Source: an optimization exercise on an open RTL-to-GDS flow (aim: small area, a short achievable clock period and few clock cycles). Production flows keep margins and buffers that such runs may drop.
Function was checked by simulation only, so behaviour that the tests miss may differ from the original.

## mandel_render_top
module mandel_render_top #(
    parameter int IMG_W = 8,
    parameter int IMG_H = 6
) (
    input  logic                                 clk,
    input  logic                                 reset,
    input  logic                                 cfg_sen,
    input  logic                                 cfg_sclk,
    input  logic                                 cfg_sdata,
    output logic                                 pixel_valid,
    output logic [mandel_fixed_pkg::PIX_WIDTH-1:0] pixel_count,
    output logic                                 frame_done,
    output logic                                 busy
);
    mandel_cfg_pkg::cfg_t cfg;
    logic start;
    serial_config_rx u_rx (
        .clk       (clk),
        .reset     (reset),
        .cfg_sen   (cfg_sen),
        .cfg_sclk  (cfg_sclk),
        .cfg_sdata (cfg_sdata),
        .cfg       (cfg),
        .start     (start)
    );
    mandel_engine u_engine (
        .clk         (clk),
        .reset       (reset),
        .cfg         (cfg),
        .start       (start),
        .pixel_valid (pixel_valid),
        .pixel_count (pixel_count),
        .frame_done  (frame_done),
        .busy        (busy)
    );
endmodule
Size: ~1,200 cells after synthesis, roughly 12 I/O pins, about 14,000 um^2 of cells after synthesis.
clock: 9.0 ns
lec_check: 0
cap_margin: 20
core_margin: 2
core_utilization: 40
slew_margin: 20
standard.sh (not shown) runs the stock make flow with config.mk's settings and CLKGATE_MAP_FILE= SYNTH_SCRIPT=/design/flow/synth_recipe.tcl, a recipe that flattens the netlist after the stock synthesis.
==> flow/flow/run.sh <==
#!/bin/bash
set -euo pipefail
R="$PWD/orfs/results/$FLOW_PLATFORM/mandel_render_top/base"
bash standard.sh "$R/1_2_yosys.v" > synth_make.log 2>&1
cp "$R/1_2_yosys.v" yosys_netlist_before_polarity.v
python3 flow/polarity.py "$R/1_2_yosys.v" > polarity.log 2>&1
bash standard.sh finish SETUP_SLACK_MARGIN=6.3 "BUFFER_PORTS_ARGS=-buffer_cell sky130_fd_sc_hd__buf_4" > layout_make.log 2>&1
Other scripts of this flow, unchanged in this note and not shown: flow/flow/polarity.py
The starting point completed with no timing, DRC or antenna violations.
Testbench counts at the start, summed over its fixed seeds: cycles 220,512.
Then changed:
==> flow/flow/run.sh (replaced) <==
#!/bin/bash
set -euo pipefail
R="$PWD/orfs/results/$FLOW_PLATFORM/mandel_render_top/base"
bash standard.sh "$R/1_2_yosys.v" > synth_make.log 2>&1
cp "$R/1_2_yosys.v" yosys_netlist_before_polarity.v
python3 flow/polarity.py "$R/1_2_yosys.v" > polarity.log 2>&1
bash standard.sh finish SETUP_SLACK_MARGIN=6.0 > layout_make.log 2>&1
After rerunning: Routed wire length decreases by roughly a tenth. Via count fell by a few percent. Critical path depth fell by 1. Cell area drops by a little under a tenth. Setup slack hardly moves. Sequential share of layout area went up by 2.1 points.

---

## the reference run
mandel_render_top, a different RTL version from the one above (not shown whole).
Size in the first run: roughly 1300 cells after synthesis.
Design mandel_render_top, start of the top module:
module mandel_render_top #(
    parameter int IMG_W = 8,
    parameter int IMG_H = 6
) (
    input  logic                                 clk,
    input  logic                                 reset,
    input  logic                                 cfg_sen,
    input  logic                                 cfg_sclk,
    input  logic                                 cfg_sdata,
    output logic                                 pixel_valid,
    output logic [mandel_fixed_pkg::PIX_WIDTH-1:0] pixel_count,
    output logic                                 frame_done,
    output logic                                 busy
);
clock: 9.0 ns
lec_check: 0
abc_area: 1
cap_margin: 20
core_margin: 2
core_utilization: 40
cts_cluster_diameter: 175
cts_cluster_size: 25
slew_margin: 20
==> flow/flow/run.sh <==
#!/bin/bash
set -euo pipefail
R="$PWD/orfs/results/$FLOW_PLATFORM/mandel_render_top/base"
bash standard.sh "$R/1_2_yosys.v" > synth_make.log 2>&1
cp "$R/1_2_yosys.v" yosys_netlist_before_polarity.v
python3 flow/polarity.py "$R/1_2_yosys.v" > polarity.log 2>&1
bash standard.sh finish SETUP_SLACK_MARGIN=6.0 > layout_make.log 2>&1
Other scripts of this flow, unchanged in this note and not shown: flow/flow/polarity.py
Every stage of the flow completed for the reference run, and the final layout passed the timing, DRC and antenna checks.
Testbench counts of the reference run, summed over its fixed seeds: cycles 220,512.
Edits applied to the flow inputs when going from the reference run to the trial run:
# the reference run
export LEC_CHECK = 0
export ABC_AREA = 1
export CAP_MARGIN = 20
export CORE_MARGIN = 2
export CORE_UTILIZATION = 40
export CTS_CLUSTER_DIAMETER = 175
export CTS_CLUSTER_SIZE = 25
export SLEW_MARGIN = 20
create_clock -name core_clock -period 9.0 [get_ports {clk}]
# the trial run
export LEC_CHECK = 0
export ABC_AREA = 1
export CAP_MARGIN = 20
export CORE_MARGIN = 2
export CORE_UTILIZATION = 40
export CTS_CLUSTER_DIAMETER = 150
export CTS_CLUSTER_SIZE = 20
export SLEW_MARGIN = 20
create_clock -name core_clock -period 9.0 [get_ports {clk}]
==> comparison <==
Every stage of the flow completed for the trial run, and the final layout passed the timing, DRC and antenna checks. Diff the reference run -> the trial run: share of the final layout cell area in sequential cells ~0 delta. Looking at logic depth of the worst path, buffers included, the trial run sits 4 above the reference run. Looking at the trial run and the reference run, the overall fraction of global-route tracks in use is a wash. In the trial run the routed wire length turned out 0.90% lower than in the reference run. | post-detailed-route wirelength per cell | the trial run vs the reference run | about 0.7% lower |.

[separate check: timing with driven ports]
How much do the figures lean on ideal ports? The routed layouts below were timed once more, with nothing changed but the port constraints.
Step 1: set_driving_cell puts a clkbuf_16 on clk and a buf_2 on each other input, an assumption about the parent block.
Step 2 adds t to the input delays and takes it off the output delays; t is the mean of the earliest and latest rising clock arrival at the registers after step 1. Input paths then give back, and output paths get back, about the clock's delay inside the block.
a / b / c = ideal ports / drivers / drivers and shift; a / b = the first two.
run	t (ns)	setup WS [ns]	pins driven straight from the clock port
the first run of note 1	0.589	6.045 / 6.045 / 6.045	1
the second run of note 1	0.578	6.044 / 6.030 / 6.044	1
the reference run	0.532	6.068 / 6.068 / 6.068	1
the trial run	0.544	6.073 / 6.054 / 6.073	1
After both steps every run listed still meets setup and hold.
